What follows belongs to an exercise in optimizing a design on an open flow for small area, a short achievable clock period and few clock cycles per item; a production flow would make more cautious choices. At most, simulation tests tie the RTL to the original design; equivalence was not proved. The RTL of runs 5 to 8 was laid out without a check of its function. Power and IR drop assume default switching activity.

[flow/config.mk]
export PLATFORM = sky130hd
export DESIGN_NAME = unsigned_decimal_to_ascii
export DESIGN_NICKNAME = unsigned_decimal_to_ascii
export VERILOG_FILES = /design/flow/design.v
export SDC_FILE = /design/flow/constraint.sdc
export NUM_CORES = 4
export LEC_CHECK = 0
export ABC_AREA = 1
export CAP_MARGIN = 20
export CORE_MARGIN = 2
export CORE_UTILIZATION = 40
export CTS_BUF_LIST = sky130_fd_sc_hd__clkbuf_4 sky130_fd_sc_hd__clkbuf_8
export SETUP_SLACK_MARGIN = 3.0
export SLEW_MARGIN = 20
[flow/constraint.sdc]
create_clock -name core_clock -period 5.5 [get_ports {clk}]
set_input_delay 1.1000 -clock core_clock [delete_from_list [all_inputs] [get_ports {clk}]]
set_output_delay 1.1000 -clock core_clock [all_outputs]
set_load 0.01 [all_outputs]
[flow/design.v]
`timescale 1ns / 1ps
package udta_pkg;
    localparam int VALUE_WIDTH_DEF = 32;
    localparam int MAX_DIGITS_DEF  = 10;
    localparam int DIGIT_W = 4;
    localparam int STEP_BITS = 4;
    localparam int CONV_W = MAX_DIGITS_DEF * DIGIT_W;
    localparam int NIBBLES = VALUE_WIDTH_DEF / STEP_BITS;
    localparam int                 CHAR_W     = 6;
    localparam logic [CHAR_W-1:0]  ASCII_ZERO = 6'd48;
endpackage
`timescale 1ns / 1ps
module udta_dabble_stage (
    input  logic [udta_pkg::CONV_W-1:0]  in_r,
    input  logic [udta_pkg::NIBBLES-1:0] en,
    output logic [udta_pkg::CONV_W-1:0]  out_r
);
    localparam int W = udta_pkg::CONV_W;
    localparam int V = udta_pkg::VALUE_WIDTH_DEF;
    localparam int N = udta_pkg::NIBBLES;
    function automatic logic [3:0] dab(input logic [3:0] d, input logic e);
        logic a;
        a = e & (d[3] | (d[2] & (d[1] | d[0])));
        dab[3] = d[3] | (e & d[2] & (d[1] | d[0]));
        dab[2] = d[2] ? !(e & (d[1] | d[0])) : (e & d[3] & d[0]);
        dab[1] = d[1] ? (!(e & d[2]) | d[0]) : (e & d[3] & !d[0]);
        dab[0] = d[0] ^ a;
    endfunction
    always_comb
    begin
        out_r = in_r;
        for (int j = 0; j < udta_pkg::STEP_BITS; j++)
        begin
            for (int p = (4 - j) % 4; p + 3 < W; p += 4)
            begin
                if ((V - j - p) / 4 < N && p + 4 < W)
                begin
                    out_r[p +: 4] = dab(out_r[p +: 4],
                                        en[((V - j - p) / 4 < 0) ? 0 : (V - j - p) / 4]);
                end
            end
        end
    end
endmodule
`timescale 1ns / 1ps
module udta_emit #(
    parameter int MAX_DIGITS = udta_pkg::MAX_DIGITS_DEF
) (
    input  logic                                    clk,
    input  logic                                    rst_n,
    input  logic                                    in_valid,
    input  logic [MAX_DIGITS*udta_pkg::DIGIT_W-1:0] in_bcd,
    input  logic                                    in_single,
    output logic                                    ready,
    output logic                                    ready_next,
    output logic                                    digit_valid,
    input  logic                                    digit_stall,
    output logic [udta_pkg::CHAR_W-1:0]             digit_char,
    output logic                                    last_digit
);
    localparam int DW    = udta_pkg::DIGIT_W;
    localparam int BCD_W = MAX_DIGITS * DW;
    localparam int IDX_W = $clog2(MAX_DIGITS);
    logic                em_valid;
    logic                em_first;
    logic                em_lastnext;
    logic [BCD_W-1:0]    em_bcd;
    logic [BCD_W-2:0]    em_keep;    
    logic [MAX_DIGITS-1:0] em_oh;
    logic [MAX_DIGITS-1:0] lead;
    logic [MAX_DIGITS-1:0] sel;
    logic [DW-1:0]       cur_digit;
    logic                cur_last;
    logic                push;
    logic                o_valid;
    logic [DW:0]         o_data;
    logic                s_valid;
    logic [DW:0]         s_data;
    logic                o_en;
    logic                em_valid_d;
    logic                em_lastnext_d;
    logic                s_valid_d;
    assign em_bcd = {1'b0, em_keep};
    always_comb
    begin
        logic seen;
        seen = 1'b0;
        for (int d = MAX_DIGITS - 1; d >= 0; d--)
        begin
            lead[d] = !seen && ((em_bcd[d*DW +: DW] != '0) || (d == 0));
            seen    = seen || (em_bcd[d*DW +: DW] != '0);
        end
    end
    assign sel = em_first ? lead : em_oh;
    always_comb
    begin
        cur_digit = '0;
        for (int d = 0; d < MAX_DIGITS; d++)
        begin
            cur_digit = cur_digit | (em_bcd[d*DW +: DW] & {DW{sel[d]}});
        end
    end
    assign cur_last  = em_lastnext;
    assign push  = em_valid && !s_valid;
    assign ready = !em_valid || (!s_valid && em_lastnext);
    always_ff @(posedge clk or negedge rst_n)
    begin
        if (!rst_n)
        begin
            em_valid <= 1'b0;
        end
        else
        begin
            em_valid <= em_valid_d;
        end
    end
    always_ff @(posedge clk)
    begin
        if (ready && in_valid)
        begin
            em_keep     <= in_bcd[BCD_W-2:0];
            em_first    <= 1'b1;
        end
        else if (push)
        begin
            em_first    <= 1'b0;
        end
        em_lastnext <= em_lastnext_d;
        if (push)
        begin
            em_oh <= sel >> 1;
        end
    end
    assign o_en = !o_valid || !digit_stall;
    always_comb
    begin
        em_valid_d    = ready ? in_valid : em_valid;
        em_lastnext_d = (ready && in_valid) ? in_single
                      : push ? sel[1] : em_lastnext;
        s_valid_d     = s_valid ? !o_en : (push && !o_en);
    end
    assign ready_next = !em_valid_d || (!s_valid_d && em_lastnext_d);
    always_ff @(posedge clk or negedge rst_n)
    begin
        if (!rst_n)
        begin
            o_valid <= 1'b0;
            s_valid <= 1'b0;
        end
        else
        begin
            if (o_en)
            begin
                o_valid <= s_valid || push;
            end
            s_valid <= s_valid_d;
        end
    end
    always_ff @(posedge clk)
    begin
        if (o_en)
        begin
            o_data <= s_valid ? s_data : {cur_last, cur_digit};
        end
        if (!s_valid)
        begin
            s_data <= {cur_last, cur_digit};
        end
    end
    assign digit_valid = o_valid;
    assign digit_char  = udta_pkg::ASCII_ZERO + {{(udta_pkg::CHAR_W-DW){1'b0}}, o_data[DW-1:0]};
    assign last_digit  = o_data[DW];
endmodule
`timescale 1ns / 1ps
module unsigned_decimal_to_ascii #(
    parameter int VALUE_WIDTH = udta_pkg::VALUE_WIDTH_DEF,
    parameter int MAX_DIGITS  = udta_pkg::MAX_DIGITS_DEF
) (
    input  logic                          clk,
    input  logic                          rst_n,
    input  logic                          value_valid,
    output logic                          value_stall,
    input  logic [VALUE_WIDTH-1:0]        value,
    output logic                          digit_valid,
    input  logic                          digit_stall,
    output logic [udta_pkg::CHAR_W-1:0]   digit_char,
    output logic                          last_digit
);
    localparam int W = udta_pkg::CONV_W;
    localparam int N = udta_pkg::NIBBLES;
    logic          r_valid;
    logic          r_single;
    logic          r_last;
    logic [W-2:0]  r_keep;
    logic [W-1:0]  r_q;
    logic [N-1:0]  e_q;
    logic [W-1:0]  r_step;
    logic [W-1:0]  r_load;
    logic [N-1:0]  e_load;
    logic [N-1:0]  zabove;
    logic          r_finish;
    logic          em_ready;
    logic          handoff;
    logic          take;
    logic          r_free;
    logic          r_free_q;
    logic          r_valid_d;
    logic          r_last_d;
    logic          em_ready_next;
    always_comb
    begin
        r_load = W'(value);
        for (int q = 0; q < N; q++)
        begin
            zabove[q] = (q == N - 1) ? 1'b1 : (value >> (4 * q + 4)) == '0;
            if (zabove[q] && value[4*q+3] && (value[4*q+2] || value[4*q+1]))
            begin
                r_load[4*q +: 4] = {1'b0, value[4*q+2] & value[4*q+1],
                                    value[4*q+2] & !value[4*q+1], value[4*q]};
                r_load[4*q+4]    = 1'b1;
            end
        end
        for (int i = 0; i < N; i++)
        begin
            e_load[i] = (value >> 4) != '0;
            if (i >= 2)
            begin
                e_load[i] = e_load[i] && ((value >> (VALUE_WIDTH - 4 * (i - 1))) == '0);
            end
        end
    end
    assign r_q = {1'b0, r_keep};
    udta_dabble_stage u_step (
        .in_r  (r_q),
        .en    (e_q),
        .out_r (r_step)
    );
    assign r_finish    = r_valid && r_last;
    assign handoff     = r_finish && em_ready;
    assign r_free      = !r_valid || handoff;
    assign value_stall = !r_free_q;
    assign take        = value_valid && r_free_q;
    assign r_valid_d = take || (r_valid && !handoff);
    assign r_last_d  = r_free_q ? (e_load[N-1] || !e_load[0])
                                : (!e_q[0] || e_q[N-1] || e_q[N-2]);
    always_ff @(posedge clk or negedge rst_n)
    begin
        if (!rst_n)
        begin
            r_valid  <= 1'b0;
            r_free_q <= 1'b1;
        end
        else
        begin
            r_valid  <= r_valid_d;
            r_free_q <= !r_valid_d || (r_last_d && em_ready_next);
        end
    end
    always_ff @(posedge clk)
    begin
        r_last <= r_last_d;
        if (r_free_q)
        begin
            r_keep   <= r_load[W-2:0];
            e_q      <= e_load;
            r_single <= zabove[0] && !(value[3] && (value[2] || value[1]));
        end
        else
        begin
            r_keep <= r_step[W-2:0];
            e_q <= (e_q[0] && !e_q[N-1]) ? {e_q[N-2:0], 1'b1} : '0;
        end
    end
    udta_emit #(
        .MAX_DIGITS (MAX_DIGITS)
    ) u_emit (
        .clk         (clk),
        .rst_n       (rst_n),
        .in_valid    (handoff),
        .in_bcd      (r_step),
        .in_single   (r_single),
        .ready       (em_ready),
        .ready_next  (em_ready_next),
        .digit_valid (digit_valid),
        .digit_stall (digit_stall),
        .digit_char  (digit_char),
        .last_digit  (last_digit)
    );
endmodule
[flow/run.sh]
#!/bin/bash
# synth_recipe.tcl (not shown) runs the flow's synth.tcl, then flattens the netlist and writes it again
# the make line also repeats each setting of config.mk as NAME=value (left out here)
make -C /OpenROAD-flow-scripts/flow DESIGN_CONFIG=/design/flow/config.mk WORK_HOME=/design/flow/orfs CLKGATE_MAP_FILE= SYNTH_SCRIPT=/design/flow/synth_recipe.tcl finish
==> results of run 1 <==
## kinds of logic after synthesis
| group | after synthesis |
|---|---|
| AO/OA/AOI/OAI | 156 |
| buffers and inverters | 144 |
| flip-flops | 113 |
| other | 1 |
| AND/OR/NAND/NOR | 634 |
## final cells by class
type / count / area (sq um)
tap: 225 / 282
timing repair buffer: 70 / 663
multi-input combinational: 792 / 3940
clock buffer: 23 / 298
timing repair inverter: 1 / 5.00
sequential: 113 / 2860
fill: 1756 / 8600
clock inverter: 9 / 154
inverter: 129 / 492
## worst max-delay path, delay by kind of cell, from the launching register on
| family | cells | cell delay [ns] |
|---|---|---|
| buf+inv | 3 | 0.36 |
| flops | 1 | 0.57 |
## where the power goes
group	internal, W	switching [W]	total (W)
clock network	0.000544	0.000343	0.000887
registers	0.00143	0.000229	0.00166
logic	0.00105	0.00203	0.00308
## cells in the final DEF (no fill, tap or decap), types with 5 or more instances in the layout
cell type          n
nand2_2           16
clkdlybuf4s50_1   15
and2_1            16
nand3_1          130
nor2_2            16
o21ai_1           54
dlygate4sd2_1     14
clkbuf_8          20
nand4_1            5
o21ai_0           28
edfxtp_1          55
o21bai_1          17
nor2_4            11
a21oi_4            8
dfxtp_1           46
nor4_1             5
a21oi_1           23
inv_1            108
buf_4             24
a21oi_2            6
nand2_1          339
nor2_1            77
dlymetal6s2s_1    10
inv_2             18
## Yosys cell counts, types with 2 or more instances
library cell,n,share of area (%)
a21oi_1,24,1.7
a21oi_2,12,1.5
a31oi_1,2,0.18
and2_1,16,1.4
buf_2,3,0.21
buf_4,4,0.43
clkbuf_1,8,0.43
dfrtp_1,4,1.4
dfxtp_1,53,15
edfxtp_1,55,23
inv_1,113,6.0
inv_2,15,0.80
nand2_1,347,18
nand2_2,9,0.80
nand3_1,132,9.4
nand3_2,2,0.28
nand3b_1,4,0.43
nand4_1,5,0.44
nor2_1,88,4.7
nor2_2,15,1.3
nor3_1,3,0.21
nor4_1,11,0.98
o2111ai_1,2,0.25
o211ai_1,2,0.21
o21a_1,2,0.21
o21ai_0,34,2.4
o21ai_1,50,3.5
o21bai_1,17,1.8
o22ai_1,4,0.35
## layer usage
| metal | wire length, um | global-route usage, % | vias to the layer above |
|---|---|---|---|
| li1 | - | - | 3605 |
| met1 | 8740 | 26.9 | 3081 |
| met2 | 7940 | 30.2 | 113 |
| met3 | 756 | 3.81 | 13 |
| met4 | 174 | 5.27 | 0 |
| met5 | 0 | 0 | - |
## repair_timing
action                     4_1_cts  5_1_grt
resized for setup               58       58
setup buffers                   13       11
hold buffers                     0        0
pin swaps                       14       12
setup endpoints to repair       53       64
cloned                           0        2
## state kept, by name, summed over array words and instances (netlist names)
register	cells
r_valid	1
u_emit.o_data	5
r_single	1
r_last	1
u_emit.em_first	1
u_emit.em_valid	1
u_emit.o_valid	1
u_emit.em_lastnext	1
r_keep	39
r_free_q	1
u_emit.s_data	5
u_emit.s_valid	1
e_q	7
u_emit.em_oh	9
u_emit.em_keep	39
## worst min path at each step
stage	end	depth (start not counted)	from
3_3_place_gp	u_emit.em_keep[0]	0	r_keep[0]
2_1_floorplan	u_emit.em_keep[0]	0	r_keep[0]
6_report	u_emit.em_keep[0]	0	r_keep[0]
3_5_place_dp	u_emit.em_keep[0]	0	r_keep[0]
5_1_grt	u_emit.em_keep[0]	0	r_keep[0]
4_1_cts	u_emit.em_keep[0]	0	r_keep[0]
## through the flow
step	hold WS, ns	worst slack, ns	std cells
6_report	0.445	3.03	1362
5_1_grt	0.457	2.93	1362
4_1_cts	0.444	2.89	1349
3_5_place_dp	0.414	2.09	1304
3_3_place_gp	0.408	2.15	1304
2_1_floorplan	0.400	3.03	1049
==> notes.md, run 1 <==
Synthesis Warnings=3; Power Total=0.00563 W; critical path's slowest cell=dfstp_2; Compound-Gate Fraction of Synth Area=13.2%; TritonCTS buffer count=17; xor-xnor portion of the synthesized cell area=0%; CP Launch Point=r_free_q; Area Overhead vs Synth=23.2%; drt initial violations=445; prevailing post-synth register cell=edfxtp_1; CTS tree=yes; Setup Crit Path Kind=register to primary output; Relative slew margins=36.7%; Final ANT Viol Nets=0; largest family of logic cells by synthesized area=simple AND/OR/NAND/NOR gates; core box area=17300 sq um; crit-path cells=clkinvlp_4 > buf_12 > buf_6; post-synthesis cell type count=41; Syn Area/Cell=6.73 sq um; final wirelength=17600 um; endpoints failing setup=0; Die X=137 um; design area=8690 sq um; Critical path destination=value_stall; final hold violations=0; period utilisation layout=44.9%; worst flop-to-flop path endpoint=u_emit.em_keep[13]; Max-Cap Viols=0; clock buffer depth=2; adder-cell share of the synthesized area=0%; wire length per cell=12.9 um; HPWL Detailed=12500 um; Peak Freq=405 MHz; Seq cells post-synth=113; num rows=48; Final Util=50.3%; ANT cells=0; mux contribution to synthesized area=0%; actual slew at the worst max-slew pin=0.946 ns; Die Ht=137 um; first-pass GRT wire length=28300 um; GRT Util Overall=19.2%; outcome=finished clean; Async SR Flop Fraction=4.42%; Vias per Instance=5.00; worst path required time=4.40 ns; Slew Limit Fails=0; GRT Residual Overflow=0; DP Area=7720 sq um; DIE AREA=18700 sq um; R2R depth=13; H-tree lvl count=4; internal reg-to-reg setup slack=3.20 ns; initial antenna violation count=0; power density cells=648 nW/um^2; worst r2r src=r_keep[8]; Final Skew=0.00899 ns; layout cells sized above 1=14.7%; DR vias=6812; Boundary Pins=45; port bufs=42; Reg clk slew, reported paths=0.07 ns; HP Class=register to register; Peak VDD IR=245 uV; vias in the first global route=6014; cell leakage power=4.07 nW; pin count of the biggest net entering global routing=50; Sinks on Clock Net=113; Placer Congestion=0.853; Syn Inst Count=1048; root buffer cell=clkbuf_8; Final TNS setup=0 ns; Skew-Pair Late Insertion Delay=0.44 ns; RSZ-0062 raised after global routing=true; Initial Utilization=40.8%; crit path max fanout=3; Worst setup EP type=primary output; slowest cell delay on critical path=0.57 ns; Setup crit start kind=register; Data arrival, critical path=1.37 ns; minimum clock period=2.47 ns; nets@finish=1160; TritonRoute pass-1 iters=5; DR DRC count=0; register area share after synthesis=40.2%; synthesized area=7060 sq um; Simple-Gate Fraction of Synth Area=38.6%; EDFF count, synth=55
Testbench counts, summed over its fixed seeds: cycles 18,639, items 3,200.
==> inputs of run 2 (changes only) <==
--- a/flow/config.mk
+++ b/flow/config.mk
@@ -8,7 +8,7 @@
 export ABC_AREA = 1
 export CAP_MARGIN = 20
 export CORE_MARGIN = 2
-export CORE_UTILIZATION = 40
+export CORE_UTILIZATION = 60
 export CTS_BUF_LIST = sky130_fd_sc_hd__clkbuf_4 sky130_fd_sc_hd__clkbuf_8
 export SETUP_SLACK_MARGIN = 3.0
 export SLEW_MARGIN = 20
==> notes.md, run 2 <==
Slew Limit Fails=0; worst r2r src=e_q[6]; Switching Share=46.8%; Setup crit start kind=register; register area share after synthesis=40.2%; worst path required time=4.40 ns; HPWL Detailed=12000 um; fill count=887; Relative slew margins=38.4%; Peak VDD IR=417 uV; outcome=finished clean; worst flop-to-flop path endpoint=u_emit.em_keep[13]; Synthesis Warnings=3; Comb pwr share=55.6%; commonest non-fill, non-tap cell in the layout=nand2_1; Seq cells post-synth=113; Simple-Gate Fraction of Synth Area=38.6%; endpoints failing setup=0; DP Area=7610 sq um; Die Ht=112 um; num rows=39; clock network fraction of design power=14.8%; highest-count cells in the layout ignoring fill and taps=nand2_1 (336), nand3_1 (127), inv_1 (111); Reg clk slew, reported paths=0.07 ns; DIE AREA=12600 sq um; Syn Inst Count=1048; actual slew at the worst max-slew pin=0.921 ns; CTS tree=yes; internal reg-to-reg setup slack=3.16 ns; Setup Crit Path Kind=register to primary output; port bufs=42; nets@finish=1163; root buffer cell=clkbuf_8; Regs by FF count=r_keep: 39 flops, u_emit.em_keep: 39 flops, u_emit.em_oh: 9 flops; design area=8620 sq um; final hold violations=0; Placer Congestion=0.863; Area Overhead vs Synth=22.2%; EDFF count, synth=55; Skew-Pair Late Insertion Delay=0.45 ns; H-tree lvl count=4; Final Skew=0.0103 ns; core box area=11500 sq um; TritonRoute pass-1 iters=4; Pint=0.00299 W; commonest cells in the netlist=nand2_1 (347), nand3_1 (132), inv_1 (113); drt initial violations=489; Sequential Power Share=29.6%; ANT cells=0; post-synthesis cell type count=41; GRT Residual Overflow=0; wire length per cell=13.5 um; Final TNS setup=0 ns; Die X=112 um; top cells by area, synth=edfxtp_1 (23%), nand2_1 (18%), dfxtp_1 (15%); adder-cell share of the synthesized area=0%; first-pass GRT wire length=28000 um; minimum clock period=2.43 ns; Synth top area share=23.4%; Vias per Instance=5.41; Async SR Flop Fraction=4.42%; period utilisation layout=44.2%; crit path max fanout=2; Worst setup EP type=primary output; vias in the first global route=6152; largest family of logic cells by synthesized area=simple AND/OR/NAND/NOR gates; Final ANT Viol Nets=0; hold path cells=0; most common cell in the netlist=nand2_1; Hold Startpoint=r_keep[0]; Peak Freq=412 MHz; HP Class=register to register; DR vias=6938; power density cells=652 nW/um^2; Max-Cap Viols=0; hold path endpoint=u_emit.em_keep[0]; Compound-Gate Fraction of Synth Area=13.2%; clock buffer depth=2; initial antenna violation count=0; Syn Area/Cell=6.73 sq um; TritonCTS buffer count=17; Boundary Pins=45; Data arrival, critical path=1.33 ns; synthesized area=7060 sq um; xor-xnor portion of the synthesized cell area=0%; Sinks on Clock Net=113; GRT Util Overall=27.5%; mux contribution to synthesized area=0%; RSZ-0062 raised after global routing=true; R2R depth=13; Sw Pwr=0.00263 W; pin count of the biggest net entering global routing=50; Initial Utilization=61.5%; final wirelength=17300 um; DR DRC count=0; cell taking the most area after synthesis=edfxtp_1; prevailing post-synth register cell=edfxtp_1; layout cells sized above 1=15.4%; cell leakage power=4.13 nW
run 2: cell counts after synthesis:
No cell type changed its count.
run 2: metrics by stage:
step | hold WS (ns) | cells | worst slack [ns] | total power [W] | utilization [%]
floorplan | 0.400 | 1049 | 3.03 | 0.00383 | -
global placement | 0.428 | 1222 | 2.23 | 0.00447 | 66.4
detailed placement | 0.414 | 1222 | 2.15 | 0.00450 | 66.4
finish | 0.437 | 1283 | 3.07 | 0.00562 | 75.2
CTS | 0.442 | 1264 | 3.00 | 0.00536 | 71.5
global route | 0.451 | 1283 | 2.96 | 0.00614 | 75.2
run 2: metal layers:
| metal | wire length [um] | track usage (%) | part of all wire [%] |
|---|---|---|---|
| met5 | 0 | 0 | 0 |
| met4 | 234 | 6.99 | 1.4 |
| met3 | 826 | 6.75 | 4.8 |
| met2 | 8140 | 45.3 | 47 |
| met1 | 8100 | 36.7 | 47 |
run 2: layout make-up:
| cell class | count | area, sq um | share of cell area [%] |
|---|---|---|---|
| clock inverter | 10 | 133 | 1.54 |
| multi-input combinational | 792 | 3980 | 46.1 |
| tap | 143 | 179 | 2.07 |
| timing repair buffer | 74 | 692 | 8.02 |
| sequential | 113 | 2870 | 33.3 |
| inverter | 129 | 484 | 5.62 |
| clock buffer | 22 | 290 | 3.37 |
run 2: worst max-delay path, stage by stage (launching register included):
cell           delay [ns]
dfstp_2              0.54
inv_1                0.06
dlygate4sd2_1        0.29
run 2: power by group through the flow:
stage / registers [W] / clock network [W] / logic (W)
floorplan: 0.00160 / 0 / 0.00223
global route: 0.00171 / 0.000879 / 0.00355
detailed placement: 0.00167 / 0 / 0.00283
CTS: 0.00166 / 0.000843 / 0.00286
finish: 0.00166 / 0.000830 / 0.00313
global placement: 0.00167 / 0 / 0.00280
run 2: cells by family (layout without fill, tap and decap cells):
logic type,Yosys count,after routing
DFF,113,113
other,1,2
AOI/OAI and AO/OA,156,156
buffers and inverters,144,235
and+or+nand+nor,634,634
run 2: worst max path at each step:
stage,cells after the start,endpoint,from
final,2,value_stall,r_free_q
after global routing,14,u_emit.em_keep[5],r_keep[4]
after CTS,9,r_keep[1],value[9]
after detailed placement,12,r_keep[2],value[29]
after global placement,12,r_keep[2],value[29]
after floorplan,14,r_keep[5],value[29]
run 2: timing repair:
action                                  CTS  global route
hold buffers                              0             0
resized for setup                        36            83
endpoints found under the setup margin   50            74
buffers inserted                         10            19
pin swaps                                12            23
==> inputs of run 3 (changes only) <==
--- a/flow/config.mk
+++ b/flow/config.mk
@@ -8,7 +8,10 @@
 export ABC_AREA = 1
 export CAP_MARGIN = 20
 export CORE_MARGIN = 2
-export CORE_UTILIZATION = 60
+export CORE_UTILIZATION = 40
 export CTS_BUF_LIST = sky130_fd_sc_hd__clkbuf_4 sky130_fd_sc_hd__clkbuf_8
+export CTS_CLUSTER_DIAMETER = 80
+export CTS_CLUSTER_SIZE = 40
 export SETUP_SLACK_MARGIN = 3.0
 export SLEW_MARGIN = 20
+export TNS_END_PERCENT = 0
==> notes.md, run 3 <==
DR DRC count=0; core box area=17300 sq um; Pint=0.00299 W; CP Launch Point=r_free_q; num rows=48; pin count of the biggest net entering global routing=50; HP Class=register to register; Synthesis Warnings=3; nets@finish=1145; Switching Share=46.3%; Slew Limit Fails=0; actual slew at the worst max-slew pin=0.931 ns; design area=8530 sq um; Die X=137 um; Syn Area/Cell=6.73 sq um; Placer Congestion=0.853; Power Total=0.00556 W; wire length per cell=12.9 um; crit-path cells=clkinvlp_4 > buf_12 > buf_2; Final Skew=0.0106 ns; TritonCTS buffer count=17; highest-count cells in the layout ignoring fill and taps=nand2_1 (343), nand3_1 (132), inv_1 (109); GRT Util Overall=19.0%; Cell Count, Final, Fillers Out=1347; EDFF count, synth=55; Peak Freq=402 MHz; synthesized area=7060 sq um; Data arrival, critical path=1.39 ns; Sw Pwr=0.00257 W; Skew-Pair Late Insertion Delay=0.45 ns; first-pass GRT wire length=27900 um; crit path max fanout=2; DR vias=6756; cell leakage power=4.02 nW; Setup crit start kind=register; ANT cells=0; worst path bufs/invs=3; vias in the first global route=5927; H-tree lvl count=4; worst path required time=4.40 ns; Regs by FF count=r_keep: 39 flops, u_emit.em_keep: 39 flops, u_emit.em_oh: 9 flops; power density cells=653 nW/um^2; most common cell in the netlist=nand2_1; Final TNS setup=0 ns; RSZ-0062 raised after global routing=true; fill count=1764; post-synthesis cell type count=41; Final ANT Viol Nets=0; Reg clk slew, reported paths=0.07 ns; Max-Cap Viols=0; GRT Residual Overflow=0; CTS tree=yes; Critical path destination=value_stall; prevailing post-synth register cell=edfxtp_1; Vias per Instance=5.02; Synth top area share=23.4%; Comb pwr share=54.2%; worst r2r src=e_q[7]; TritonRoute pass-1 iters=5; Relative slew margins=37.7%; delay-heaviest family, CP=flip-flops; endpoints failing setup=0; Worst setup EP type=primary output; Async SR Flop Fraction=4.42%; internal reg-to-reg setup slack=3.12 ns; Final Util=49.3%; Sinks on Clock Net=113; critical path depth=3; clock buffer depth=2; outcome=finished clean; Seq cells post-synth=113; Boundary Pins=45; Syn Inst Count=1048; critical path's slowest cell=dfstp_2; worst flop-to-flop path endpoint=u_emit.em_keep[9]; clock network fraction of design power=16.0%; R2R depth=12; DP Area=7720 sq um; final hold violations=0; final wirelength=17400 um; period utilisation layout=45.3%; Setup Crit Path Kind=register to primary output; register area share after synthesis=40.2%; initial antenna violation count=0; cell taking the most area after synthesis=edfxtp_1; Initial Utilization=40.8%; commonest cells in the netlist=nand2_1 (347), nand3_1 (132), inv_1 (113); minimum clock period=2.49 ns; DIE AREA=18700 sq um; Area Overhead vs Synth=20.8%; Die Ht=137 um; HPWL Detailed=12500 um; root buffer cell=clkbuf_8; layout cells sized above 1=12.5%; slowest cell delay on critical path=0.57 ns; top cells by area, synth=edfxtp_1 (23%), nand2_1 (18%), dfxtp_1 (15%); Sequential Power Share=29.8%; cell total after placement=1304; drt initial violations=401; port bufs=42; Peak VDD IR=245 uV; commonest non-fill, non-tap cell in the layout=nand2_1
## run 3: cell counts after synthesis
No cell type changed its count.
## run 3: final cells by class
cell class	count	area [sq um]	area share, %
multi-input cells	792	3870	45.5
clock inverters	9	154	1.81
repair buffers	55	568	6.66
well taps	225	282	3.30
flip-flops and latches	113	2850	33.5
repair inverters	1	5.00	0.0587
inverters	129	492	5.77
clock buffers	23	298	3.49
## run 3: cells by family (layout without fill, tap and decap cells)
kind of cell | count (synthesis) | count (layout) | share of synthesized area [%]
AO/OA/AOI/OAI | 156 | 156 | 13.2
buffers and inverters | 144 | 217 | 7.93
flip-flops | 113 | 113 | 40.2
other | 1 | 2 | 0.0531
AND/OR/NAND/NOR | 634 | 634 | 38.6
## run 3: power groups by stage
| stage | logic [W] | registers [W] | clock network [W] |
|---|---|---|---|
| 2_1_floorplan | 0.00223 | 0.00160 | 0 |
| 3_3_place_gp | 0.00285 | 0.00167 | 0 |
| 3_5_place_dp | 0.00287 | 0.00167 | 0 |
| 4_1_cts | 0.00290 | 0.00166 | 0.000906 |
| 5_1_grt | 0.00343 | 0.00171 | 0.000945 |
| 6_report | 0.00301 | 0.00166 | 0.000890 |
## run 3: worst min path at each step
stage | startpoint | endpoint | slack [ns] | depth (start not counted)
final | r_keep[0] | u_emit.em_keep[0] | 0.45 | 0
after global placement | r_keep[0] | u_emit.em_keep[0] | 0.41 | 0
after detailed placement | r_keep[0] | u_emit.em_keep[0] | 0.41 | 0
after floorplan | r_keep[0] | u_emit.em_keep[0] | 0.40 | 0
after CTS | r_keep[0] | u_emit.em_keep[0] | 0.44 | 0
after global routing | r_keep[0] | u_emit.em_keep[0] | 0.46 | 0
## run 3: layer usage
metal  track usage, %  part of all wire (%)  vias to the layer above  wire [um]
li1                 -                     -                     3566          -
met4             5.15                  0.83                        0        144
met5                0                     0                        -          0
met1             26.8                    51                     3051       8810
met3             3.78                   4.2                       12        731
met2             29.7                    44                      127       7720
## run 3: what timing repair did
item / CTS / global route
endpoints found under the setup margin: 53 / 78
hold buffers: 0 / 0
buffers inserted: 3 / 6
pin swaps: 11 / 11
resized for setup: 40 / 41
gates cloned: 0 / 2
## run 3: through the flow
step | worst slack [ns] | hold slack (ns)
after global placement | 2.15 | 0.408
after global routing | 2.92 | 0.457
after floorplan | 3.03 | 0.400
final | 3.01 | 0.445
after detailed placement | 2.09 | 0.414
after CTS | 2.89 | 0.444
==> inputs of run 4 (changes only) <==
--- a/flow/config.mk
+++ b/flow/config.mk
@@ -10,8 +10,6 @@
 export CORE_MARGIN = 2
 export CORE_UTILIZATION = 40
 export CTS_BUF_LIST = sky130_fd_sc_hd__clkbuf_4 sky130_fd_sc_hd__clkbuf_8
-export CTS_CLUSTER_DIAMETER = 80
-export CTS_CLUSTER_SIZE = 40
-export SETUP_SLACK_MARGIN = 3.0
+export SETUP_SLACK_MARGIN = 3.2
 export SLEW_MARGIN = 20
 export TNS_END_PERCENT = 0
==> notes.md, run 4 <==
commonest non-fill, non-tap cell in the layout=nand2_1; Data arrival, critical path=1.28 ns; critical path depth=1; layout cells sized above 1=17.6%; clock network fraction of design power=13.6%; R2R depth=12; post-synthesis cell type count=41; worst r2r src=r_keep[8]; crit path max fanout=1; wire length per cell=13.1 um; cell total after placement=1305; Final ANT Viol Nets=0; prevailing post-synth register cell=edfxtp_1; clock buffer depth=2; Peak VDD IR=235 uV; Hold Buf Count CTS=0; RSZ-0062 raised after global routing=true; initial antenna violation count=0; Synth top area share=23.4%; Power Total=0.00577 W; Cell Count, Final, Fillers Out=1364; Async SR Flop Fraction=4.42%; crit-path cells=clkdlybuf4s50_1; Setup Crit Path Kind=register to primary output; nets@finish=1162; worst path required time=4.40 ns; Synthesis Warnings=3; GRT Residual Overflow=0; worst path bufs/invs=1; num rows=48; actual slew at the worst max-slew pin=0.916 ns; outcome=finished clean; Area Overhead vs Synth=25.0%; Max-Cap Viols=0; TritonRoute pass-1 iters=4; cell leakage power=4.11 nW; minimum clock period=2.38 ns; HPWL Detailed=12500 um; register area share after synthesis=40.2%; Die Ht=137 um; Setup crit start kind=register; Setup Slack @ Placement=2.06 ns; Reg clk slew, reported paths=0.06 ns; cell taking the most area after synthesis=edfxtp_1; hold path cells=0; Sinks on Clock Net=113; root buffer cell=clkbuf_8; H-tree lvl count=4; Syn Area/Cell=6.73 sq um; power density cells=655 nW/um^2; Hold Startpoint=r_keep[0]; Syn Inst Count=1048; period utilisation layout=43.3%; Relative slew margins=38.7%; Worst setup EP type=primary output; largest family of logic cells by synthesized area=simple AND/OR/NAND/NOR gates; synthesized area=7060 sq um; Regs by FF count=r_keep: 39 flops, u_emit.em_keep: 39 flops, u_emit.em_oh: 9 flops; delay-heaviest family, CP=buffers and inverters; Peak Freq=420 MHz; top cells by area, synth=edfxtp_1 (23%), nand2_1 (18%), dfxtp_1 (15%); commonest cells in the netlist=nand2_1 (347), nand3_1 (132), inv_1 (113); critical path's slowest cell=clkdlybuf4s50_1; vias in the first global route=5965; slowest cell delay on critical path=0.53 ns; final hold violations=0; final wirelength=17900 um; DR vias=6788; Seq cells post-synth=113; endpoints failing setup=0; Die X=137 um; Slew Limit Fails=0; first-pass GRT wire length=28000 um; Skew-Pair Late Insertion Delay=0.44 ns; Initial Utilization=40.8%; CTS tree=yes; HP Class=register to register; DR DRC count=0; Sw Pwr=0.00271 W; Sequential Power Share=28.7%; Simple-Gate Fraction of Synth Area=38.6%; Pint=0.00306 W; core box area=17300 sq um; port bufs=42; pin count of the biggest net entering global routing=50; min setup slack post-route=3.12 ns; Compound-Gate Fraction of Synth Area=13.2%; Comb pwr share=57.7%; most common cell in the netlist=nand2_1; xor-xnor portion of the synthesized cell area=0%; drt initial violations=386; ANT cells=0; Final TNS setup=0 ns; Vias per Instance=4.98; Final Skew=0.0120 ns; Boundary Pins=45; highest-count cells in the layout ignoring fill and taps=nand2_1 (325), nand3_1 (122), inv_1 (105); CP Launch Point=u_emit.o_data[1]; GRT Util Overall=19.2%; mux contribution to synthesized area=0%; DIE AREA=18700 sq um; TritonCTS buffer count=17; Placer Congestion=0.848; EDFF count, synth=55; adder-cell share of the synthesized area=0%; Switching Share=47.0%
## run 4: cell counts after synthesis
Identical to the previous run, type by type.
## run 4: metrics by stage
stage	hold WS [ns]	utilization, %	area [sq um]
after global routing	0.447	51.0	8820
after detailed placement	0.410	44.7	7720
after CTS	0.435	48.2	8350
after floorplan	0.400	-	7070
final	0.429	51.0	8820
after global placement	0.410	44.7	7720
## run 4: area by class of cell
class | instances | area [sq um]
fill | 1733 | 8480
sequential | 113 | 2870
timing repair inverter | 1 | 5.00
clock buffer | 22 | 284
multi-input combinational | 792 | 4090
tap | 225 | 282
timing repair buffer | 72 | 698
clock inverter | 10 | 109
inverter | 129 | 490
## run 4: worst reg2reg max path, cell delays in order (launching register included)
cell     delay, ns
dfxtp_1       0.39
inv_1         0.10
nand2_1       0.07
nand2_1       0.07
nand3_1       0.09
nand3_1       0.15
a21oi_4       0.24
nand3_1       0.20
a21oi_4       0.22
nand3_1       0.10
nand2_1       0.13
nand3_1       0.10
and2_1        0.19
## run 4: logic make-up after synthesis
| kind of cell | count (synthesis) |
|---|---|
| flops | 113 |
| compound gates | 156 |
| simple gates | 634 |
| buf+inv | 144 |
| other cells | 1 |
## run 4: timing repair
| action | CTS | global route |
|---|---|---|
| pin swaps | 15 | 26 |
| cloned | 1 | 2 |
| gates resized for setup | 71 | 95 |
| setup buffers | 7 | 17 |
| setup endpoints to repair | 86 | 114 |
## run 4: routing by layer
metal	routed length, um	track usage, %	vias to the layer above
met1	8790	26.4	3046
met4	133	5.61	0
li1	-	-	3611
met3	659	3.96	13
met2	8290	30.6	118
met5	0	0	-
## run 4: final timing paths
path                                            to  slack [ns]
max in group asynchronous                 r_free_q        4.35
worst min register to register   u_emit.em_keep[0]        0.43
min in group asynchronous           u_emit.o_valid        0.89
worst min-delay path             u_emit.em_keep[0]        0.43
worst max register to register  u_emit.em_keep[13]        3.20
worst max-delay path                 digit_char[1]        3.12
## run 4: power by group through the flow
stage | Clock [W] | Combinational (W) | Sequential (W)
3_3_place_gp | 0 | 0.00288 | 0.00165
3_5_place_dp | 0 | 0.00289 | 0.00165
2_1_floorplan | 0 | 0.00223 | 0.00160
6_report | 0.000786 | 0.00333 | 0.00166
4_1_cts | 0.000801 | 0.00298 | 0.00164
5_1_grt | 0.000840 | 0.00376 | 0.00170
==> inputs of run 5 (changes only) <==
--- a/flow/design.v
+++ b/flow/design.v
@@ -204,6 +204,8 @@
     logic          take;
     logic          r_free;
     logic          r_free_q;
+    logic          stall_q;
+    logic          r_free_d;
     logic          r_valid_d;
     logic          r_last_d;
     logic          em_ready_next;
@@ -238,9 +240,10 @@
     assign r_finish    = r_valid && r_last;
     assign handoff     = r_finish && em_ready;
     assign r_free      = !r_valid || handoff;
-    assign value_stall = !r_free_q;
+    assign value_stall = stall_q;
     assign take        = value_valid && r_free_q;
     assign r_valid_d = take || (r_valid && !handoff);
+    assign r_free_d  = !r_valid_d || (r_last_d && em_ready_next);
     assign r_last_d  = r_free_q ? (e_load[N-1] || !e_load[0])
                                 : (!e_q[0] || e_q[N-1] || e_q[N-2]);
     always_ff @(posedge clk or negedge rst_n)
@@ -249,11 +252,13 @@
         begin
             r_valid  <= 1'b0;
             r_free_q <= 1'b1;
+            stall_q  <= 1'b0;
         end
         else
         begin
             r_valid  <= r_valid_d;
-            r_free_q <= !r_valid_d || (r_last_d && em_ready_next);
+            r_free_q <= r_free_d;
+            stall_q  <= !r_free_d;
         end
     end
     always_ff @(posedge clk)
==> notes.md, run 5 <==
internal reg-to-reg setup slack=3.22 ns; Final TNS setup=0 ns; Die Ht=140 um; Synthesis Warnings=3; outcome=finished clean; clock buffer depth=2; Relative slew margins=36.0%; top cells by area, synth=edfxtp_1 (22%), nand2_1 (16%), dfxtp_1 (14%); DR vias=6825; register area share after synthesis=38.6%; HP Class=register to register; DR DRC count=0; Regs by FF count=r_keep: 39 flops, u_emit.em_keep: 39 flops, u_emit.em_oh: 9 flops; Die X=140 um; prevailing post-synth register cell=edfxtp_1; Worst setup EP type=primary output; hold path cells=2; endpoints failing setup=0; Setup Slack @ Placement=2.07 ns; CTS tree=yes; commonest cells in the netlist=nand2_1 (322), nand3_1 (128), inv_1 (107); Peak VDD IR=259 uV; period utilisation layout=43.6%; met2 wire len=8040 um; port bufs=42; Reg clk slew, reported paths=0.07 ns; commonest non-fill, non-tap cell in the layout=nand2_1; Power Total=0.00591 W; cell total after placement=1304; root buffer cell=clkbuf_8; Boundary Pins=45; core box area=18100 sq um; crit path max fanout=1; post-synthesis cell type count=44; final hold violations=0; Synth top area share=22.3%; cell leakage power=4.16 nW; minimum clock period=2.40 ns; worst r2r src=u_emit.em_first; RSZ-0062 raised after global routing=true; critical path's slowest cell=clkdlybuf4s50_1; H-tree lvl count=4; pin count of the biggest net entering global routing=51; Async SR Flop Fraction=5.26%; Vias per Instance=5.03; Max-Cap Viols=0; multi-input logic area=4280 sq um; nets@finish=1151; Placer Congestion=0.820; actual slew at the worst max-slew pin=0.957 ns; worst path bufs/invs=1; TritonCTS buffer count=17; Met1 Wirelength=8760 um; ANT cells=0; drt initial violations=517; highest-count cells in the layout ignoring fill and taps=nand2_1 (314), nand3_1 (126), inv_1 (102); Hold Buf Count CTS=0; layout cells sized above 1=21.2%; vias in the first global route=6007; worst flop-to-flop path endpoint=u_emit.o_data[2]; Initial Utilization=41.0%; critical path depth=1; Data arrival, critical path=1.30 ns; Final ANT Viol Nets=0; Final Skew=0.00807 ns; num rows=49; cell taking the most area after synthesis=edfxtp_1; initial antenna violation count=0; first-pass GRT wire length=28200 um; delay-heaviest family, CP=buffers and inverters; power density cells=658 nW/um^2; DIE AREA=19600 sq um; Slew Limit Fails=0; most common cell in the netlist=nand2_1; Setup Crit Path Kind=register to primary output; Hold WS=0.463 ns; GRT Util Overall=17.9%; EDFF count, synth=55; wire length per cell=13.0 um; Setup crit start kind=register; DR top layer=met4; Met3 Wirelength=655 um; Skew-Pair Late Insertion Delay=0.44 ns; slowest cell delay on critical path=0.53 ns; register area=2890 sq um; final wirelength=17700 um; Syn Inst Count=1044; worst path required time=4.40 ns; Peak Freq=417 MHz; crit-path cells=clkdlybuf4s50_1; min setup slack post-route=3.10 ns; Cell Count, Final, Fillers Out=1357; Critical path destination=value_stall; Sinks on Clock Net=114; Area Overhead vs Synth=21.2%; R2R depth=13; TritonRoute pass-1 iters=7; GRT Residual Overflow=0; HPWL Detailed=12700 um; Syn Area/Cell=7.10 sq um; synthesized area=7410 sq um; fill count=1812; CP Launch Point=stall_q; Seq cells post-synth=114
-- run 5: tightest hold or removal path, cell delays in order (launching register included) --
cell     delay (ns)
dfxtp_1        0.31
nand2_1        0.05
nand2_1        0.07
-- run 5: metrics by stage --
stage	utilization, %	cell area [sq um]
2_1_floorplan	-	7420
3_3_place_gp	44.6	8070
3_5_place_dp	44.6	8070
4_1_cts	47.9	8660
5_1_grt	49.7	8980
6_report	49.7	8980
-- run 5: layer usage --
| layer | up-vias | GRT usage [%] |
|---|---|---|
| li1 | 3588 | - |
| met1 | 3096 | 24.7 |
| met2 | 124 | 28.4 |
| met3 | 17 | 3.66 |
| met4 | 0 | 5.37 |
| met5 | - | 0 |
-- run 5: final cells by class --
type,instances,share of cell area [%]
multi-input cells,791,47.6
flip-flops and latches,114,32.2
repair buffers,65,6.66
inverters,125,5.31
well taps,229,3.19
clock buffers,20,2.99
clock inverters,12,2.02
repair inverters,1,0.0557
-- run 5: power breakdown --
part,total [W],switching (W),internal (W),leakage (nW)
Clock,0.000898,0.000372,0.000525,0.227
Sequential,0.00169,0.000246,0.00144,1.03
Combinational,0.00332,0.00217,0.00115,2.90
Total,0.00591,0.00279,0.00312,4.16
-- run 5: kinds of logic (layout without fill, tap and decap cells) --
group           Yosys count  in the layout  share of synthesized area (%)
buf+inv                 140            223                           7.44
other cells               1              2                         0.0506
flops                   114            114                           38.6
compound gates          155            155                           14.8
simple gates            634            634                           39.0
-- run 5: timing repair --
item,CTS,global route
resized for setup,50,63
endpoints found under the setup margin,97,94
buffers inserted,4,16
pin swaps,14,22
cloned,1,0
-- run 5: how the worst min path moves through the flow --
| stage | end | slack [ns] | start |
|---|---|---|---|
| after floorplan | u_emit.em_keep[0] | 0.40 | r_keep[0] |
| after global placement | u_emit.s_data[4] | 0.44 | u_emit.s_data[4] |
| after detailed placement | u_emit.s_data[4] | 0.44 | u_emit.s_data[4] |
| after CTS | u_emit.s_data[4] | 0.46 | u_emit.s_data[4] |
| after global routing | u_emit.s_data[4] | 0.47 | u_emit.s_data[4] |
| final | u_emit.s_data[4] | 0.46 | u_emit.s_data[4] |
==> inputs of run 6 (changes only) <==
--- a/flow/config.mk
+++ b/flow/config.mk
@@ -10,6 +10,5 @@
 export CORE_MARGIN = 2
 export CORE_UTILIZATION = 40
 export CTS_BUF_LIST = sky130_fd_sc_hd__clkbuf_4 sky130_fd_sc_hd__clkbuf_8
-export SETUP_SLACK_MARGIN = 3.2
+export SETUP_SLACK_MARGIN = 3.0
 export SLEW_MARGIN = 20
-export TNS_END_PERCENT = 0
==> notes.md, run 6 <==
outcome=finished clean; Regs by FF count=r_keep: 39 flops, u_emit.em_keep: 39 flops, u_emit.em_oh: 9 flops; crit-path cells=clkdlybuf4s50_1; Cell Count, Final, Fillers Out=1359; Power Total=0.00576 W; Data arrival, critical path=1.32 ns; GRT Residual Overflow=0; Initial Utilization=41.0%; final wirelength=17900 um; Most Used Layer, Global Route=met2; Boundary Pins=45; prevailing post-synth register cell=edfxtp_1; minimum clock period=2.42 ns; met2 Use GR=29.3%; endpoints failing setup=0; Synthesis Warnings=3; core box area=18100 sq um; commonest non-fill, non-tap cell in the layout=nand2_1; Area Overhead vs Synth=19.9%; crit path max fanout=2; TritonCTS buffer count=17; Setup Crit Path Kind=register to primary output; first-pass GRT wire length=29600 um; post-synthesis cell type count=44; Relative slew margins=35.6%; Async SR Flop Fraction=5.26%; GRT met3 Usage=3.35%; DIE AREA=19600 sq um; period utilisation layout=44.0%; EDFF count, synth=55; Final ANT Viol Nets=0; wire length per cell=13.2 um; met1 usage=25.9%; mux contribution to synthesized area=0%; register area share after synthesis=38.6%; actual slew at the worst max-slew pin=0.963 ns; Reg clk slew, reported paths=0.07 ns; Peak VDD IR=210 uV; TritonRoute pass-1 iters=22; Die Ht=140 um; delay-heaviest family, CP=buffers and inverters; worst path bufs/invs=1; HPWL Detailed=13000 um; HP Class=register to register; Placer Congestion=0.817; final hold violations=0; internal reg-to-reg setup slack=3.19 ns; nets@finish=1153; pin count of the biggest net entering global routing=52; R2R depth=12; worst path required time=4.40 ns; ANT cells=0; DR DRC count=0; xor-xnor portion of the synthesized cell area=0%; Syn Inst Count=1044; Final TNS setup=0 ns; most common cell in the netlist=nand2_1; initial antenna violation count=0; hold path endpoint=u_emit.s_data[4]; Slew Limit Fails=0; synthesized area=7410 sq um; cell total after placement=1304; Synth top area share=22.3%; GRT Util Overall=18.6%; Seq cells post-synth=114; critical path's slowest cell=clkdlybuf4s50_1; Max-Cap Viols=0; commonest cells in the netlist=nand2_1 (322), nand3_1 (128), inv_1 (107); Compound-Gate Fraction of Synth Area=14.8%; port bufs=42; DR vias=6819; Simple-Gate Fraction of Synth Area=39.0%; RSZ-0062 raised after global routing=true; hold path cells=2; Hold Buf Count CTS=0; worst flop-to-flop path endpoint=u_emit.em_keep[5]; highest-count cells in the layout ignoring fill and taps=nand2_1 (315), nand3_1 (126), inv_1 (102); largest family of logic cells by synthesized area=simple AND/OR/NAND/NOR gates; layout cells sized above 1=20.4%; Sinks on Clock Net=114; root buffer cell=clkbuf_8; power density cells=648 nW/um^2; Final Skew=0.0175 ns; worst r2r src=e_q[7]; Hold WS=0.465 ns; Vias per Instance=5.02; Hold Startpoint=u_emit.s_data[4]; Skew-Pair Late Insertion Delay=0.46 ns; Final Util=49.1%; cell taking the most area after synthesis=edfxtp_1; Syn Area/Cell=7.10 sq um; Worst setup EP type=primary output; top cells by area, synth=edfxtp_1 (22%), nand2_1 (16%), dfxtp_1 (14%); cell leakage power=4.16 nW; CTS tree=yes; vias in the first global route=6240; Setup crit start kind=register; drt initial violations=469; num rows=49; slowest cell delay on critical path=0.53 ns; adder-cell share of the synthesized area=0%; H-tree lvl count=4; Peak Freq=413 MHz; clock buffer depth=2; Die X=140 um
==> run 6: worst max path at each step <==
stage                        from     endpoint  slack [ns]  cells after the start
3_3_place_gp            value[19]      stall_q        2.16                      9
6_report           u_emit.o_valid  digit_valid        3.08                      1
2_1_floorplan           value[29]    r_keep[5]        3.03                     14
4_1_cts                  value[5]    r_keep[1]        3.00                      9
3_5_place_dp            value[19]      stall_q        2.10                      9
5_1_grt        u_emit.em_keep[37]      stall_q        2.94                     16
==> run 6: per-stage QoR <==
step	worst slack [ns]	area, sq um
global route	2.94	8890
CTS	3.00	8640
global placement	2.16	8070
finish	3.08	8890
floorplan	3.03	7420
detailed placement	2.10	8070
==> run 6: timing repair <==
| item | in CTS | in global routing |
|---|---|---|
| buffers inserted | 7 | 15 |
| resized for setup | 47 | 44 |
| pin swaps | 12 | 19 |
| cloned | 0 | 1 |
| setup endpoints to repair | 51 | 77 |
==> run 6: area by class of cell <==
class | instances | area (sq um)
sequential | 114 | 2890
multi-input combinational | 791 | 4210
clock buffer | 18 | 248
fill | 1800 | 9200
timing repair inverter | 1 | 5.00
timing repair buffer | 67 | 623
inverter | 125 | 477
clock inverter | 14 | 154
tap | 229 | 287
==> run 6: layer usage <==
metal,vias up,wire length (um),part of all wire (%)
li1,3586,-,-
met1,3101,9040,50
met2,111,8000,45
met3,21,593,3.3
met4,0,272,1.5
met5,-,0,0
==> run 6: logic make-up after synthesis <==
kind of cell,after synthesis
other,1
and+or+nand+nor,634
buffers and inverters,140
AOI/OAI and AO/OA,155
DFF,114
==> run 6: where the power goes <==
part           internal (W)  switching, W  total, W
sequential          0.00144      0.000242   0.00168
combinational       0.00112       0.00215   0.00327
clock              0.000419      0.000389  0.000808
total               0.00298       0.00278   0.00576
==> inputs of run 7 (changes only) <==
--- a/flow/config.mk
+++ b/flow/config.mk
@@ -10,5 +10,6 @@
 export CORE_MARGIN = 2
 export CORE_UTILIZATION = 40
 export CTS_BUF_LIST = sky130_fd_sc_hd__clkbuf_4 sky130_fd_sc_hd__clkbuf_8
-export SETUP_SLACK_MARGIN = 3.0
+export SETUP_SLACK_MARGIN = 3.4
 export SLEW_MARGIN = 20
+export TNS_END_PERCENT = 0
==> notes.md, run 7 <==
Vias per Instance=5.06; period utilisation layout=40.9%; minimum clock period=2.25 ns; mux contribution to synthesized area=0%; delay-heaviest family, CP=simple AND/OR/NAND/NOR gates; prevailing post-synth register cell=edfxtp_1; wire length per cell=13.5 um; vias in the first global route=6086; Die Ht=140 um; DP Area=8070 sq um; Skew-Pair Late Insertion Delay=0.44 ns; cell taking the most area after synthesis=edfxtp_1; drt initial violations=456; root buffer cell=clkbuf_8; Synthesis Warnings=3; Sinks on Clock Net=114; initial antenna violation count=0; Initial Utilization=41.0%; Final ANT Viol Nets=0; CTS tree=yes; pin count of the biggest net entering global routing=51; synthesized area=7410 sq um; Die X=140 um; GRT Residual Overflow=0; Peak Freq=445 MHz; first-pass GRT wire length=28700 um; H-tree lvl count=4; ANT cells=0; nets@finish=1208; HPWL Detailed=12700 um; Async SR Flop Fraction=5.26%; TritonRoute pass-1 iters=17; slowest cell delay on critical path=0.43 ns; cell leakage power=4.50 nW; actual slew at the worst max-slew pin=0.657 ns; Synth top area share=22.3%; Setup Crit Path Kind=register to register; Setup crit start kind=register; Boundary Pins=45; fill count=1728; Final Util=53.9%; Slew Limit Fails=0; Data arrival, critical path=2.44 ns; R2R depth=12; Seq cells post-synth=114; Area Overhead vs Synth=31.6%; most common cell in the netlist=nand2_1; Cell Count, Final, Fillers Out=1414; Final TNS setup=0 ns; Reg clk slew, reported paths=0.07 ns; post-synthesis cell type count=44; TritonCTS buffer count=17; Relative slew margins=55.8%; most frequent CP cell=o21ai_2; Worst setup EP type=register; DIE AREA=19600 sq um; final wirelength=19100 um; EDFF count, synth=55; Final Skew=0.0108 ns; Placer Congestion=0.820; outcome=finished clean; crit path max fanout=6; commonest cells in the netlist=nand2_1 (322), nand3_1 (128), inv_1 (107); RSZ-0062 raised after global routing=true; Peak VDD IR=288 uV; Syn Area/Cell=7.10 sq um; core box area=18100 sq um; design area=9750 sq um; endpoints failing setup=0; worst path bufs/invs=0; power density cells=677 nW/um^2; port bufs=42; DR DRC count=0; Regs by FF count=r_keep: 39 flops, u_emit.em_keep: 39 flops, u_emit.em_oh: 9 flops; highest-count cells in the layout ignoring fill and taps=nand2_1 (271), nand3_1 (98), inv_1 (92); register area share after synthesis=38.6%; final hold violations=0; cell total after placement=1304; crit-path cells=nand2_2 > o21bai_1 > nand3_2 > o21ai_2 > o21ai_2 > nor2_4 > nand2_1 > o21ai_2 > nor2_2 > nand2_2 > nand3_1 > and2_1; Compound-Gate Fraction of Synth Area=14.8%; Syn Inst Count=1044; xor-xnor portion of the synthesized cell area=0%; GRT Util Overall=18.2%; HP Class=register to register; top cells by area, synth=edfxtp_1 (22%), nand2_1 (16%), dfxtp_1 (14%); adder-cell share of the synthesized area=0%; layout cells sized above 1=36.5%; Power Total=0.00660 W; commonest non-fill, non-tap cell in the layout=nand2_1; critical path's slowest cell=dfxtp_4; hold path cells=2; num rows=49; Max-Cap Viols=0; worst path required time=5.69 ns; clock buffer depth=2; DR vias=7148; critical path depth=12; Hold Buf Count CTS=0; Simple-Gate Fraction of Synth Area=39.0%; largest family of logic cells by synthesized area=simple AND/OR/NAND/NOR gates
[run 7: cell counts after synthesis]
No cell type changed its count.
[run 7: path summary, 6_finish.rpt]
path / start / end / slack (ns)
min: u_emit.s_data[4] / u_emit.s_data[4] / 0.46
max in group asynchronous: rst_n / r_free_q / 4.33
max: e_q[1] / u_emit.em_keep[25] / 3.25
min in group asynchronous: rst_n / u_emit.o_valid / 0.90
min reg2reg: u_emit.s_data[4] / u_emit.s_data[4] / 0.46
max reg2reg: e_q[1] / u_emit.em_keep[25] / 3.25
[run 7: repair_timing]
| item | 4_1_cts | 5_1_grt |
|---|---|---|
| pin swaps | 16 | 100 |
| endpoints found under the setup margin | 120 | 107 |
| gates cloned | 1 | 0 |
| resized for setup | 112 | 207 |
| setup buffers | 13 | 64 |
[run 7: layout make-up]
class | count | area [sq um] | area share, %
clock buffer | 20 | 269 | 2.76
clock inverter | 12 | 181 | 1.86
inverter | 125 | 482 | 4.94
multi-input combinational | 791 | 4690 | 48.1
sequential | 114 | 2910 | 29.9
tap | 229 | 287 | 2.94
timing repair buffer | 122 | 925 | 9.48
timing repair inverter | 1 | 5.00 | 0.0513
[run 7: kinds of logic after synthesis]
logic type	count (synthesis)
AO/OA/AOI/OAI	155
buffers and inverters	140
flip-flops	114
other	1
AND/OR/NAND/NOR	634
[run 7: stage by stage]
step	hold slack (ns)	setup WS, ns
finish	0.462	3.25
global route	0.474	3.13
CTS	0.463	3.23
detailed placement	0.442	2.07
global placement	0.438	2.16
floorplan	0.400	3.03
[run 7: report_power, final]
part | leakage, nW | internal (W) | total [W] | switching [W]
Sequential | 1.03 | 0.00146 | 0.00172 | 0.000263
Clock | 0.227 | 0.000525 | 0.000899 | 0.000374
Combinational | 3.24 | 0.00151 | 0.00398 | 0.00248
[run 7: worst reg2reg max path, stage by stage (launching register included)]
cell and delay [ns]:
dfxtp_4 0.43, nand2_2 0.08, o21bai_1 0.22, nand3_2 0.17, o21ai_2 0.15, o21ai_2 0.10, nor2_4 0.18, nand2_1 0.10
o21ai_2 0.15, nor2_2 0.06, nand2_2 0.09, nand3_1 0.09, and2_1 0.17
[run 7: routing by layer]
metal	wire (um)	track usage [%]	up-vias	share of wire, %
met1	9080	25.2	3303	47
met4	215	5.21	0	1.1
li1	-	-	3693	-
met2	9180	28.9	134	48
met3	678	3.66	18	3.5
met5	0	0	-	0
==> inputs of run 8 (changes only) <==
--- a/flow/config.mk
+++ b/flow/config.mk
@@ -10,6 +10,6 @@
 export CORE_MARGIN = 2
 export CORE_UTILIZATION = 40
 export CTS_BUF_LIST = sky130_fd_sc_hd__clkbuf_4 sky130_fd_sc_hd__clkbuf_8
-export SETUP_SLACK_MARGIN = 3.4
+export SETUP_SLACK_MARGIN = 3.6
 export SLEW_MARGIN = 20
 export TNS_END_PERCENT = 0
==> notes.md, run 8 <==
Sw Pwr=0.00311 W; multi-input logic area=4690 sq um; Boundary Pins=45; initial antenna violation count=0; num rows=49; DP Area=8070 sq um; Reg clk slew, reported paths=0.07 ns; Synth top area share=22.3%; Peak VDD IR=288 uV; wire length per cell=13.5 um; Critical path destination=u_emit.em_keep[25]; cell total after placement=1304; endpoints failing setup=0; synthesized area=7410 sq um; cell taking the most area after synthesis=edfxtp_1; post-synthesis cell type count=44; internal reg-to-reg setup slack=3.25 ns; actual slew at the worst max-slew pin=0.657 ns; Async SR Flop Fraction=5.26%; highest-count cells in the layout ignoring fill and taps=nand2_1 (271), nand3_1 (98), inv_1 (92); DR DRC count=0; GRT Util Overall=18.2%; Sequential Power Share=26.0%; nets@finish=1208; first-pass GRT wire length=28700 um; R2R depth=12; pin count of the biggest net entering global routing=51; Cell Count, Final, Fillers Out=1414; EDFF count, synth=55; Setup Crit Path Kind=register to register; DR vias=7148; Worst setup EP type=register; RSZ-0062 raised after global routing=true; Initial Utilization=41.0%; TritonRoute pass-1 iters=17; clock network fraction of design power=13.6%; Peak Freq=445 MHz; Synthesis Warnings=3; minimum clock period=2.25 ns; CP Launch Point=e_q[1]; outcome=finished clean; H-tree lvl count=4; register area share after synthesis=38.6%; TritonCTS buffer count=17; core box area=18100 sq um; final hold violations=0; Die X=140 um; Data arrival, critical path=2.44 ns; Pint=0.00349 W; Sinks on Clock Net=114; worst flop-to-flop path endpoint=u_emit.em_keep[25]; Placer Congestion=0.820; crit path max fanout=6; Relative slew margins=55.8%; Setup crit start kind=register; Die Ht=140 um; worst r2r src=e_q[1]; Switching Share=47.2%; design area=9750 sq um; root buffer cell=clkbuf_8; register area=2910 sq um; ANT cells=0; Final ANT Viol Nets=0; DIE AREA=19600 sq um; Syn Inst Count=1044; commonest non-fill, non-tap cell in the layout=nand2_1; Final Skew=0.0108 ns; clock buffer depth=2; period utilisation layout=40.9%; HP Class=register to register; CTS tree=yes; most common cell in the netlist=nand2_1; top cells by area, synth=edfxtp_1 (22%), nand2_1 (16%), dfxtp_1 (14%); fill count=1728; commonest cells in the netlist=nand2_1 (322), nand3_1 (128), inv_1 (107); port bufs=42; Slew Limit Fails=0; layout cells sized above 1=36.5%; cell leakage power=4.50 nW; HPWL Detailed=12700 um; drt initial violations=456; Final TNS setup=0 ns; Area Overhead vs Synth=31.6%; Seq cells post-synth=114; Syn Area/Cell=7.10 sq um; vias in the first global route=6086; prevailing post-synth register cell=edfxtp_1; final wirelength=19100 um; GRT Residual Overflow=0; Skew-Pair Late Insertion Delay=0.44 ns; Final Util=53.9%; worst path required time=5.69 ns; power density cells=677 nW/um^2; Max-Cap Viols=0; Hold WS=0.462 ns; Regs by FF count=r_keep: 39 flops, u_emit.em_keep: 39 flops, u_emit.em_oh: 9 flops; Comb pwr share=60.3%; Vias per Instance=5.06
==> run 8: per-stage QoR <==
stage / setup slack, ns / total power, W
2_1_floorplan: 3.03 / 0.00411
3_3_place_gp: 2.16 / 0.00482
3_5_place_dp: 2.07 / 0.00483
4_1_cts: 3.23 / 0.00582
5_1_grt: 3.13 / 0.00712
6_report: 3.25 / 0.00660
==> run 8: area by class of cell <==
cell class | count | area share, %
clock buffers | 20 | 2.76
clock inverters | 12 | 1.86
inverters | 125 | 4.94
multi-input cells | 791 | 48.1
flip-flops and latches | 114 | 29.9
well taps | 229 | 2.94
repair buffers | 122 | 9.48
repair inverters | 1 | 0.0513
==> run 8: power groups by stage <==
| stage | clock [W] | sequential, W | combinational, W |
|---|---|---|---|
| after detailed placement | 0 | 0.00170 | 0.00313 |
| after floorplan | 0 | 0.00162 | 0.00249 |
| after CTS | 0.000915 | 0.00168 | 0.00323 |
| final | 0.000899 | 0.00172 | 0.00398 |
| after global placement | 0 | 0.00170 | 0.00312 |
| after global routing | 0.000953 | 0.00176 | 0.00440 |
==> run 8: logic make-up after synthesis <==
family,Yosys count,synth area share (%)
DFF,114,38.6
other,1,0.0506
AOI/OAI and AO/OA,155,14.8
and+or+nand+nor,634,39.0
buffers and inverters,140,7.44
==> run 8: worst min path at each step <==
stage	slack [ns]	to	startpoint	cells after the start
floorplan	0.40	u_emit.em_keep[0]	r_keep[0]	0
detailed placement	0.44	u_emit.s_data[4]	u_emit.s_data[4]	2
finish	0.46	u_emit.s_data[4]	u_emit.s_data[4]	2
CTS	0.46	u_emit.s_data[4]	u_emit.s_data[4]	2
global placement	0.44	u_emit.s_data[4]	u_emit.s_data[4]	2
global route	0.47	u_emit.s_data[4]	u_emit.s_data[4]	2
==> run 8: routing by layer <==
metal  vias to the layer above  global-route usage [%]  part of all wire (%)
li1                       3693                       -                     -
met1                      3303                    25.2                    47
met2                       134                    28.9                    48
met3                        18                    3.66                   3.5
met4                         0                    5.21                   1.1
met5                         -                       0                     0
==> run 8: timing repair <==
action                     4_1_cts  5_1_grt
hold buffers                     0        0
pin swaps                       16      100
setup endpoints to repair      142      143
gates resized for setup        112      207
gates cloned                     1        0
buffers inserted                13       64
==> run 8: worst max-delay path: stages, from the launching register on <==
cell      delay, ns
dfxtp_4        0.43
nand2_2        0.08
o21bai_1       0.22
nand3_2        0.17
o21ai_2        0.15
o21ai_2        0.10
nor2_4         0.18
nand2_1        0.10
o21ai_2        0.15
nor2_2         0.06
nand2_2        0.09
nand3_1        0.09
and2_1         0.17

what the ideal ports hide:
In the flow no input, the clock included, has a driving cell. The finished layouts below were timed again as built, in two steps.
Step 1 (the two cells are an assumption about what drives the block):
set clk [get_ports {clk}]
set_driving_cell -lib_cell sky130_fd_sc_hd__clkbuf_16 $clk
set_driving_cell -lib_cell sky130_fd_sc_hd__buf_2 [delete_from_list [all_inputs] $clk]
Step 2, shift: input delay + t, output delay - t, t = (earliest + latest rising clock arrival at the registers) / 2. This alone moves slack from input paths to output paths.
Slacks: no drivers / after step 1 / after step 2; pairs: no drivers / after step 1.
| run | t (ns) | setup WS [ns] | hold slack, ns | cell pins on the clock port's net |
|---|---|---|---|---|
| run 1 | 0.473 | 3.029 / 2.990 / 2.661 | 0.445 / 0.445 / 0.445 | 1 |
| run 2 | 0.480 | 3.070 / 3.031 / 2.608 | 0.437 / 0.437 / 0.437 | 1 |
| run 3 | 0.480 | 3.010 / 2.972 / 2.558 | 0.445 / 0.445 / 0.445 | 1 |
| run 4 | 0.469 | 3.119 / 3.080 / 2.682 | 0.429 / 0.429 / 0.429 | 1 |
| run 5 | 0.479 | 3.100 / 3.060 / 2.658 | 0.463 / 0.463 / 0.463 | 1 |
| run 6 | 0.488 | 3.080 / 3.039 / 2.661 | 0.465 / 0.465 / 0.465 | 1 |
| run 7 | 0.478 | 3.253 / 3.253 / 2.819 | 0.462 / 0.462 / 0.462 | 1 |
| run 8 | 0.478 | 3.253 / 3.253 / 2.819 | 0.462 / 0.462 / 0.462 | 1 |
After both steps every run listed still meets setup and hold. The setup slack of run 2, which loses most, moves by -0.039 ns with the drivers and by -0.462 ns with both steps.
